From an optimization exercise on the open Yosys and OpenROAD flow, aimed at small area, a short achievable clock period and few clock cycles per item; shortcuts taken in it are not production practice.
Only simulation tests tie the RTL to the original design; equivalence was not proved.

==> flow/design.v, too long to show whole: its modules and the start of the top module <==
// module pow_stream: 2752 lines
module pow_stream #(
  parameter int DATA_W = 32,
  parameter int EXP_W  = 3,
  parameter int ID_W   = 1
) (
  input  logic              clk,
  input  logic              aresetn,
  input  logic              s_tvalid,
  output logic              s_tready,
  input  logic [DATA_W-1:0] s_tdata,
  input  logic [EXP_W-1:0]  s_texp,
  input  logic [ID_W-1:0]   s_tid,
  input  logic              s_tlast,
  output logic              m_tvalid,
  input  logic              m_tready,
  output logic [DATA_W-1:0] m_tdata,
  output logic [ID_W-1:0]   m_tid,
  output logic              m_tlast,
  output logic              m_tovf
);
  // ...
==> flow/run.sh <==
#!/bin/bash
# synth_recipe.tcl (not shown) runs the flow's synth.tcl, then flattens the netlist and writes it again
# the make line also repeats each setting of config.mk as NAME=value (left out here)
make -C /OpenROAD-flow-scripts/flow DESIGN_CONFIG=/design/flow/config.mk WORK_HOME=/design/flow/orfs CLKGATE_MAP_FILE= SYNTH_SCRIPT=/design/flow/synth_recipe.tcl finish
==> flow/config.mk <==
export PLATFORM = sky130hd
export DESIGN_NAME = pow_stream
export DESIGN_NICKNAME = pow_stream
export VERILOG_FILES = /design/flow/design.v
export SDC_FILE = /design/flow/constraint.sdc
export NUM_CORES = 4
export LEC_CHECK = 0
export CAP_MARGIN = 20
export CORE_MARGIN = 2
export CORE_UTILIZATION = 40
export SETUP_SLACK_MARGIN = 1.0
export SLEW_MARGIN = 20
export TNS_END_PERCENT = 0
==> flow/constraint.sdc <==
create_clock -name core_clock -period 7.6 [get_ports {clk}]
set_input_delay 1.5200 -clock core_clock [delete_from_list [all_inputs] [get_ports {clk}]]
set_output_delay 1.5200 -clock core_clock [all_outputs]
set_load 0.01 [all_outputs]
==> results_dict.tcl, run 1 <==
set metrics [dict create \
    status "timing/DRC/antenna clean" \
    period_needed_ns 6.641 \
    synth_top_area_cell "fa_1" \
    nNonClkInverters 99 \
    crit_required_ns 7.75 \
    drv_slew 0 \
    met2_length_um 29710 \
    coreArea_um2 43270 \
    htreeDepth 3 \
    r2r_start "r_sel[0]" \
    worstSetupStartpoint "r_sel[0]" \
    cp_num_cells 24 \
    setup_violations 0 \
    syn_area_um2 17600 \
    grt_use_total_pct 29.88 \
    synth.most_common_cell "xnor2_1" \
    slowest_delay_ns 0.54 \
    globalRouteMet3Util_pct 6.664 \
    synth_ff_type "edfxtp_1" \
    synth_top_area_share_pct 22.75 \
    drive_gt1_share_pct 20.71 \
    dr.max_layer_used "met5" \
    critPathTopFamily "adder cells" \
    fin_nets 2267 \
    yosysUniqueCellTypes 69 \
    tapCellCount 585 \
]
Testbench counts, summed over its fixed seeds: cycles 16,916, items 8,000.
==> run 2, diff against run 1 <==
--- a/flow/config.mk
+++ b/flow/config.mk
@@ -7,7 +7,7 @@
 export LEC_CHECK = 0
 export CAP_MARGIN = 20
 export CORE_MARGIN = 2
-export CORE_UTILIZATION = 40
+export CORE_UTILIZATION = 60
 export SETUP_SLACK_MARGIN = 1.0
 export SLEW_MARGIN = 20
 export TNS_END_PERCENT = 0
==> results_dict.tcl, run 2 <==
set metrics [dict create \
    status "timing/DRC/antenna clean" \
    synth_top_area_share_pct 22.75 \
    wl_per_cell_um 29.36 \
    yosysUniqueCellTypes 69 \
    syn_area_per_cell_um2 9.595 \
    final_cell_mix "xnor2_1 (239), nor2_1 (233), buf_4 (203)" \
    insertion_delay_ns 0.39 \
    cts.clk_slew.worst_paths_ns 0.09 \
    arrival_ns 6.95 \
    ys_seq_area_share_pct 18.37 \
    coreArea_um2 28780 \
    route.detailed.drc 0 \
    synthTopCellsByCount "xnor2_1 (245), nor2_1 (240), fa_1 (200)" \
    finalCritPeriodShare_pct 88.16 \
    grt_max_degree 43 \
    die_w_um 175.3 \
    synth_edf_count 106 \
    syn_inst 1834 \
    max_freq_ghz 0.1493 \
    synthToLayoutAreaGrowth_pct 24.51 \
    worstMarginPinSlew_ns 1.061 \
    dp_cells 2215 \
    n_fill_cell 1962 \
    async_flop_share_pct 1.852 \
    crit_fanout 12 \
    ys_warn_count 1 \
    skew_ns 0.02319 \
    grt_pass1_vias 15720 \
    multi_input_area_um2 14310 \
    routed_wl_um 69980 \
    cts_root_buffer "clkbuf_16" \
    die-area_um2 30720 \
    drv_cap 0 \
    layout_commonest_cell "xnor2_1" \
    hold_viol_final 0 \
    slowest_delay_ns 0.62 \
    dpl.hpwl_um 46870 \
    ys_top_cells_by_area "fa_1 (23%), edfxtp_1 (18%), xnor2_1 (12%)" \
    critPathMostFrequentCell "fa_1" \
    drt_iter0_markers 2814 \
    dr.pass1.iters 7 \
    crit_required_ns 7.85 \
    synth_seq_cells 108 \
    cts_tree "done" \
    critPathLaunchType "flop" \
    period_needed_ns 6.700 \
    die_h_um 175.3 \
    gp_congestion 0.9930 \
    cts_sinks 108 \
    start_util_pct 61.15 \
    max_slew_margin_pct 29.28 \
    gr-total-overflow 0 \
    hp-class "flop to flop" \
    drtAntennaViolNets 0 \
    grt_use_total_pct 44.33 \
    via_per_inst 6.938 \
    numCtsBuffers 9 \
    htreeDepth 3 \
    finalSetupTns_ns 0 \
    crit_chain "buf_4, nor2b_1, a32o_2, buf_4, a221oi_1, fa_1, fa_1, fa_1, fa_1, inv_1, fa_1, ha_1, ha_4, and4_2, o2111a_1, o21a_1, o31a_1, o21a_1, nor2_1, xnor2_1, a22o_1" \
    cp_slowest_cell "xnor2_1" \
    fin_nets 2309 \
    num_vias 16540 \
    ff_latch_area_um2 3233 \
    drv_slew 0 \
    worst-setup-path-type "flop to flop" \
    synth.most_common_cell "xnor2_1" \
    setup_violations 0 \
    rsz0062_at_grt "yes" \
    rows 62 \
    cts_buffer_depth 2 \
    grt_pass1_wl_um 99930 \
    antenna_found_initial 1 \
    cts_hold_buf 0 \
    port_buffers 76 \
    ios 78 \
    finalNonFillerCells 2384 \
    synth_top_area_cell "fa_1" \
    synth_ff_type "edfxtp_1" \
    syn_nets 2150 \
    utilization_pct 76.13 \
    reg_top3 "o_data x32, r_p x32, r_x x32" \
    drive_gt1_share_pct 24.37 \
    syn_area_um2 17600 \
    hold_slack_ns 0.4366 \
    cp-end-kind "flop" \
]
## run 2: cell counts after synthesis
No cell type changed its count.
## run 2: timing repair
item	4_1_cts	5_1_grt
endpoints found under the setup margin	27	23
gates resized for setup	134	100
pin swaps	28	46
cloned	9	5
hold endpoints to repair	0	0
buffers inserted	84	53
## run 2: cells by family after synthesis
kind of cell	synth area share, %
fa+ha+maj	28.08
simple gates	10.21
mux	3.576
buf+inv	6.505
other cells	0.02131
xor+xnor	14.63
compound gates	18.60
flops	18.37
## run 2: cell type report
cell class | count | share of cell area (%)
multi-input combinational | 1445 | 65.29
sequential | 108 | 14.76
timing repair buffer | 330 | 14.57
tap | 384 | 2.193
inverter | 99 | 1.770
clock buffer | 10 | 1.091
clock inverter | 6 | 0.3084
antenna | 2 | 0.02284
## run 2: metrics by stage
stage	setup slack, ns	instance area, um2
6_report	0.8999	21910
4_1_cts	0.9940	20900
5_1_grt	0.8121	21910
3_3_place_gp	0.6174	19080
3_5_place_dp	0.5817	19080
2_1_floorplan	1.029	17640
## run 2: layer usage
metal  wire length [um]  global-route usage (%)  vias to the layer above  part of all wire, %
met5                  0                       0                        -                    0
met2              29220                   65.49                     1303                   42
met4               6114                   27.15                        0                  8.7
li1                   -                       -                     6819                    -
met3               9527                   13.61                      409                   14
met1              25120                   57.22                     8008                   36
## run 2: path summary, 6_finish.rpt
path / startpoint / cells after the start / endpoint / slack (ns)
max in group asynchronous: aresetn / 1 / r_busy / 6.15
worst max-delay path: r_p[11] / 21 / r_p[22] / 0.90
worst min-delay path: r_last / 0 / o_last / 0.44
worst min register to register: r_last / 0 / o_last / 0.44
worst max register to register: r_p[11] / 21 / r_p[22] / 0.90
min in group asynchronous: aresetn / 1 / o_v / 1.31
## run 2: critical path: cells and delay by family (launching register included)
family	cells	cell delay, ns
adders and majority gates	7	2.91
AOI/OAI and AO/OA	7	1.50
xor gates and xnor gates	1	0.62
buffers and inverters	3	0.55
and+or+nand+nor	3	0.49
DFF	1	0.47
==> run 3, diff against run 2 <==
--- a/flow/config.mk
+++ b/flow/config.mk
@@ -7,7 +7,7 @@
 export LEC_CHECK = 0
 export CAP_MARGIN = 20
 export CORE_MARGIN = 2
-export CORE_UTILIZATION = 60
-export SETUP_SLACK_MARGIN = 1.0
+export CORE_UTILIZATION = 40
+export SETUP_SLACK_MARGIN = 0.75
 export SLEW_MARGIN = 20
 export TNS_END_PERCENT = 0
==> results_dict.tcl, run 3 <==
set metrics [dict create \
    cts_tree "done" \
    drive_gt1_share_pct 20.01 \
    finalCritPeriodShare_pct 87.84 \
    die_h_um 213.8 \
    max_slew_margin_pct 29.09 \
    dp_cells 2477 \
    period_needed_ns 6.676 \
    setup_violations 0 \
    r2r_end "r_p[31]" \
    cts_sinks 108 \
    cts.clk_slew.worst_paths_ns 0.09 \
    routed_wl_um 68860 \
    synth_edf_count 106 \
    syn_area_per_cell_um2 9.595 \
    syn_area_um2 17600 \
    synth_top_area_cell "fa_1" \
    htreeDepth 3 \
    n_fill_cell 4007 \
    hold_end "o_id" \
    arrival_ns 6.85 \
    yosysUniqueCellTypes 69 \
    syn_inst 1834 \
    utilization_pct 49.08 \
    finalNonFillerCells 2549 \
    final_cell_mix "xnor2_1 (242), nor2_1 (238), buf_4 (198)" \
    post_dp_cell_area_um2 19840 \
    critPathLaunchType "flop" \
    r2r_start "r_sel[0]" \
    ys_seq_area_share_pct 18.37 \
    r2r_setup_slack_ns 0.92 \
    crit_fanout 31 \
    hold_slack_ns 0.4375 \
    cts_buffer_depth 2 \
    cts_root_buffer "clkbuf_16" \
    grtUsageMet2_pct 47.20 \
    synth.most_common_cell "xnor2_1" \
    async_flop_share_pct 1.852 \
    dp_slack_ns 0.4108 \
    gp_congestion 0.9829 \
    synthToLayoutAreaGrowth_pct 20.67 \
    rows 76 \
    ff_latch_area_um2 3233 \
    multi_input_area_um2 13860 \
    dr.pass1.iters 6 \
    gr-total-overflow 0 \
    drv_cap 0 \
    drv_slew 0 \
    grt_pass1_vias 15420 \
    r2r_cells 23 \
    port_buffers 76 \
    start_util_pct 40.67 \
    final_area_um2 21240 \
    min_delay_path_depth 0 \
    synth_ff_type "edfxtp_1" \
    drt_iter0_markers 1731 \
    via_per_inst 6.093 \
    reg_top3 "o_data x32, r_p x32, r_x x32" \
    grt_use_total_pct 30.53 \
    finalSetupTns_ns 0 \
    numCtsBuffers 9 \
    grt-busiest-layer "met2" \
    synthTopCellsByCount "xnor2_1 (245), nor2_1 (240), fa_1 (200)" \
    wl_per_cell_um 27.01 \
    drtAntennaViolNets 0 \
    die_w_um 213.8 \
    grt_pass1_wl_um 100500 \
    dpl.hpwl_um 51970 \
    status "timing/DRC/antenna clean" \
    skew_ns 0.01866 \
    worstMarginPinSlew_ns 1.064 \
    hp-class "flop to flop" \
    cp-end-kind "flop" \
    antenna_found_initial 0 \
    worst-setup-path-type "flop to flop" \
    ios 78 \
    antenna_cells 0 \
    layout_setup_ws_ns 0.9240 \
    coreArea_um2 43270 \
    hold_viol_final 0 \
    route.detailed.drc 0 \
    met1_usage_pct 40.32 \
    min-delay-start "r_id" \
    ys_top_cells_by_area "fa_1 (23%), edfxtp_1 (18%), xnor2_1 (12%)" \
    crit_required_ns 7.77 \
    synth_top_area_share_pct 22.75 \
    num_vias 15530 \
    synth_seq_cells 108 \
    max_freq_ghz 0.1498 \
    globalRouteMet3Util_pct 7.762 \
    rsz0062_at_grt "yes" \
    ys_warn_count 1 \
    fin_nets 2275 \
    insertion_delay_ns 0.41 \
    die-area_um2 45690 \
    layout_commonest_cell "xnor2_1" \
    syn_nets 2150 \
    grt_max_degree 43 \
]
-- run 3: cell counts after synthesis --
Identical to the previous run, type by type.
-- run 3: worst max-delay path by stage --
stage / start / end / slack [ns] / cells past startpoint
after floorplan: r_sel[0] / r_p[31] / 0.75 / 25
after CTS: r_sel[0] / r_p[30] / 0.75 / 25
after global placement: r_sel[0] / r_p[28] / 0.50 / 24
after global routing: r_p[4] / r_p[31] / 0.71 / 24
after detailed placement: r_sel[0] / r_p[30] / 0.41 / 24
final: r_sel[0] / r_p[31] / 0.92 / 23
-- run 3: final cells by class --
type / count / area share, %
Clock buffer: 9 / 1.061
Clock inverter: 7 / 0.4360
Inverter: 99 / 1.797
Multi-Input combinational cell: 1440 / 65.26
Sequential cell: 108 / 15.23
Tap cell: 585 / 3.447
Timing Repair Buffer: 301 / 12.77
-- run 3: repair_timing --
action                                  CTS  global route
gates cloned                              0             1
setup buffers                            22            33
endpoints found under the setup margin   17            17
resized for setup                        27           116
pin swaps                                 1            14
hold buffers                              0             0
-- run 3: metal layers --
metal	part of all wire (%)	wire length, um	up-vias
met2	45	30770	888
met3	10	6933	192
met1	40	27660	7719
met4	5.1	3494	0
li1	-	-	6733
met5	0	0	-
-- run 3: critical path, cell delays in order, from the launching register on --
cell and delay [ns]:
edfxtp_1 0.43, buf_12 0.17, buf_4 0.17, mux2_4 0.38, buf_12 0.19, xnor2_1 0.16
a221oi_1 0.36, fa_1 0.54, fa_1 0.48, fa_1 0.42, fa_1 0.52, inv_1 0.05
fa_1 0.44, ha_1 0.30, ha_1 0.30, a21o_1 0.16, a21o_1 0.20, a21o_1 0.19
a21oi_2 0.21, nand2_1 0.07, o221ai_1 0.19, buf_4 0.17, xnor2_1 0.10, a22o_1 0.19
-- run 3: cells by family after synthesis --
family | share of synthesized area, %
compound gates | 18.60
simple gates | 10.21
xor+xnor | 14.63
buf+inv | 6.505
fa+ha+maj | 28.08
flops | 18.37
mux | 3.576
other cells | 0.02131
==> run 4, diff against run 3 <==
--- a/flow/config.mk
+++ b/flow/config.mk
@@ -8,6 +8,6 @@
 export CAP_MARGIN = 20
 export CORE_MARGIN = 2
 export CORE_UTILIZATION = 40
-export SETUP_SLACK_MARGIN = 0.75
+export SETUP_SLACK_MARGIN = 1.25
 export SLEW_MARGIN = 20
 export TNS_END_PERCENT = 0
==> results_dict.tcl, run 4 <==
set metrics [dict create \
    status "timing/DRC/antenna clean" \
    grt_pass1_vias 16120 \
    cts.clk_slew.worst_paths_ns 0.08 \
    finalSetupTns_ns 0 \
    cts_tree "done" \
    syn_area_um2 17600 \
    grt_use_total_pct 31.83 \
    n_fill_cell 3816 \
    layout_setup_ws_ns 1.020 \
    synthToLayoutAreaGrowth_pct 27.44 \
    drive_gt1_share_pct 27.11 \
    dpl.hpwl_um 48270 \
    cts_root_buffer "clkbuf_16" \
    synth_top_area_cell "fa_1" \
    drv_cap 0 \
    final_cell_mix "xnor2_1 (238), nor2_1 (230), buf_4 (217)" \
    antenna_cells 0 \
    drt_iter0_markers 2113 \
    ys_warn_count 1 \
    start_util_pct 40.67 \
    worst-setup-path-type "flop to flop" \
    reg_top3 "o_data x32, r_p x32, r_x x32" \
    synth_top_area_share_pct 22.75 \
    arrival_ns 6.72 \
    ys_top_cells_by_area "fa_1 (23%), edfxtp_1 (18%), xnor2_1 (12%)" \
    fin_nets 2321 \
    htreeDepth 3 \
    period_needed_ns 6.580 \
    wl_met3_um 8411 \
    crit_required_ns 7.74 \
    grt_max_degree 41 \
    dr.pass1.iters 8 \
    gr-total-overflow 0 \
    coreArea_um2 43270 \
    syn_nets 2150 \
    synthTopCellsByCount "xnor2_1 (245), nor2_1 (240), fa_1 (200)" \
    setup_violations 0 \
    syn_inst 1834 \
    insertion_delay_ns 0.39 \
    die_w_um 213.8 \
    antenna_found_initial 0 \
    synth_seq_cells 108 \
    met2_length_um 31410 \
    die-area_um2 45690 \
    ios 78 \
    rsz0062_at_grt "yes" \
    grt_pass1_wl_um 104400 \
    wirelength_met1_um 26850 \
    dr.max_layer_used "met4" \
    syn_area_per_cell_um2 9.595 \
    yosysUniqueCellTypes 69 \
    gp_congestion 0.9738 \
    wl_per_cell_um 27.83 \
    worstMarginPinSlew_ns 0.8552 \
    drv_slew 0 \
    skew_ns 0.01317 \
    critPathLaunchType "flop" \
    synth_ff_type "edfxtp_1" \
    rows 76 \
    port_buffers 76 \
    ys_seq_area_share_pct 18.37 \
    synth_edf_count 106 \
    num_vias 16190 \
    finalCritPeriodShare_pct 86.58 \
    hp-class "flop to flop" \
    hold_viol_final 0 \
    cp-end-kind "flop" \
    max_freq_ghz 0.1520 \
    async_flop_share_pct 1.852 \
    numCtsBuffers 9 \
    synth.most_common_cell "xnor2_1" \
    cts_buffer_depth 2 \
    via_per_inst 6.240 \
    cts_sinks 108 \
    drtAntennaViolNets 0 \
    max_slew_margin_pct 42.85 \
    routed_wl_um 72220 \
    layout_commonest_cell "xnor2_1" \
    die_h_um 213.8 \
    crit_fanout 8 \
    route.detailed.drc 0 \
    r2r_setup_slack_ns 1.02 \
    dp_slack_ns 0.3353 \
]
[run 4: cell counts after synthesis]
Identical to the previous run, type by type.
[run 4: critical path, cell delays in order, from the launching register on]
cell and delay [ns]:
edfxtp_1 0.41, buf_8 0.19, buf_16 0.17, mux2i_4 0.36, buf_4 0.20, xnor2_1 0.07, a221oi_1 0.36, fa_2 0.31
fa_2 0.44, fa_2 0.34, fa_1 0.50, inv_1 0.06, fa_1 0.49, ha_4 0.30, ha_4 0.20, a21o_1 0.15
a21o_1 0.18, a221o_1 0.36, a21oi_4 0.28, buf_6 0.17, nand2_1 0.09, a31o_1 0.25, a21oi_2 0.16, xnor2_1 0.10
a22o_1 0.19
[run 4: timing repair]
item                       4_1_cts  5_1_grt
hold buffers                     0        0
cloned                          15        2
setup endpoints to repair       32       28
setup buffers                  108       42
pin swaps                       29       45
gates resized for setup        184       96
[run 4: cell type report]
class	instances	area [um2]	share of cell area, %
inverter	99	395.4	1.763
multi-input combinational	1452	14670	65.42
clock inverter	7	81.33	0.3626
timing repair buffer	335	3089	13.77
clock buffer	9	225.2	1.004
tap	585	732.0	3.264
sequential	108	3233	14.42
[run 4: metrics by stage]
| step | utilization (%) | area, um2 | cells | hold slack (ns) |
|---|---|---|---|---|
| 2_1_floorplan | - | 17700 | 1834 | 0.4003 |
| 3_3_place_gp | 44.55 | 19280 | 2412 | 0.4016 |
| 3_5_place_dp | 44.55 | 19280 | 2412 | 0.4045 |
| 4_1_cts | 49.98 | 21630 | 2551 | 0.4248 |
| 5_1_grt | 51.84 | 22430 | 2595 | 0.4379 |
| 6_report | 51.84 | 22430 | 2595 | 0.4249 |
[run 4: kinds of logic (layout without fill, tap and decap cells)]
logic type,count (synthesis),after routing,synth area share (%)
AOI/OAI and AO/OA,426,426,18.60
and+or+nand+nor,394,395,10.21
xor gates and xnor gates,290,290,14.63
buffers and inverters,286,450,6.505
adders and majority gates,275,275,28.08
DFF,108,108,18.37
muxes,54,65,3.576
other,1,1,0.02131
[run 4: worst paths after layout]
path | startpoint | end | depth (start not counted)
max in group asynchronous | aresetn | o_v | 1
setup reg to reg | r_sel[0] | r_p[28] | 24
hold / removal | r_last | o_last | 0
setup / recovery | r_sel[0] | r_p[28] | 24
hold reg to reg | r_last | o_last | 0
min in group asynchronous | aresetn | r_busy | 1
[run 4: routing by layer]
layer / vias to the layer above / GRT usage, %
li1: 6846 / -
met1: 7941 / 39.64
met2: 1083 / 48.61
met3: 322 / 9.066
met4: 0 / 20.35
met5: - / 0

==> what the ideal ports hide <==
No port has a modelled driver above. Below, the same layouts with a new extraction and two added sets of constraints. Step 1 sets driving cells, clkbuf_16 on the clock port and buf_2 on the other inputs (assumed; they add their load-dependent delay and slew). Step 2 moves the port delays by t, midway between the first and last clock arrival at a register: inputs arrive t later, outputs are due t later. That takes back most of the time a late clock gives input paths. Slacks: ideal / step 1 / step 2; pairs: ideal / step 1.
run | shift t [ns] | setup WS [ns] | slew at the worst register clock pin (ns) | worst slew at a driven data input, ns
run 1 | 0.446 | 0.959 / 0.959 / 0.959 | 0.08 / 0.08 | 0.06
run 2 | 0.423 | 0.900 / 0.900 / 0.900 | 0.09 / 0.09 | 0.05
run 3 | 0.450 | 0.924 / 0.924 / 0.924 | 0.09 / 0.09 | 0.05
run 4 | 0.441 | 1.020 / 1.020 / 1.020 | 0.08 / 0.08 | 0.04
After both steps setup and hold are still met in every run listed.
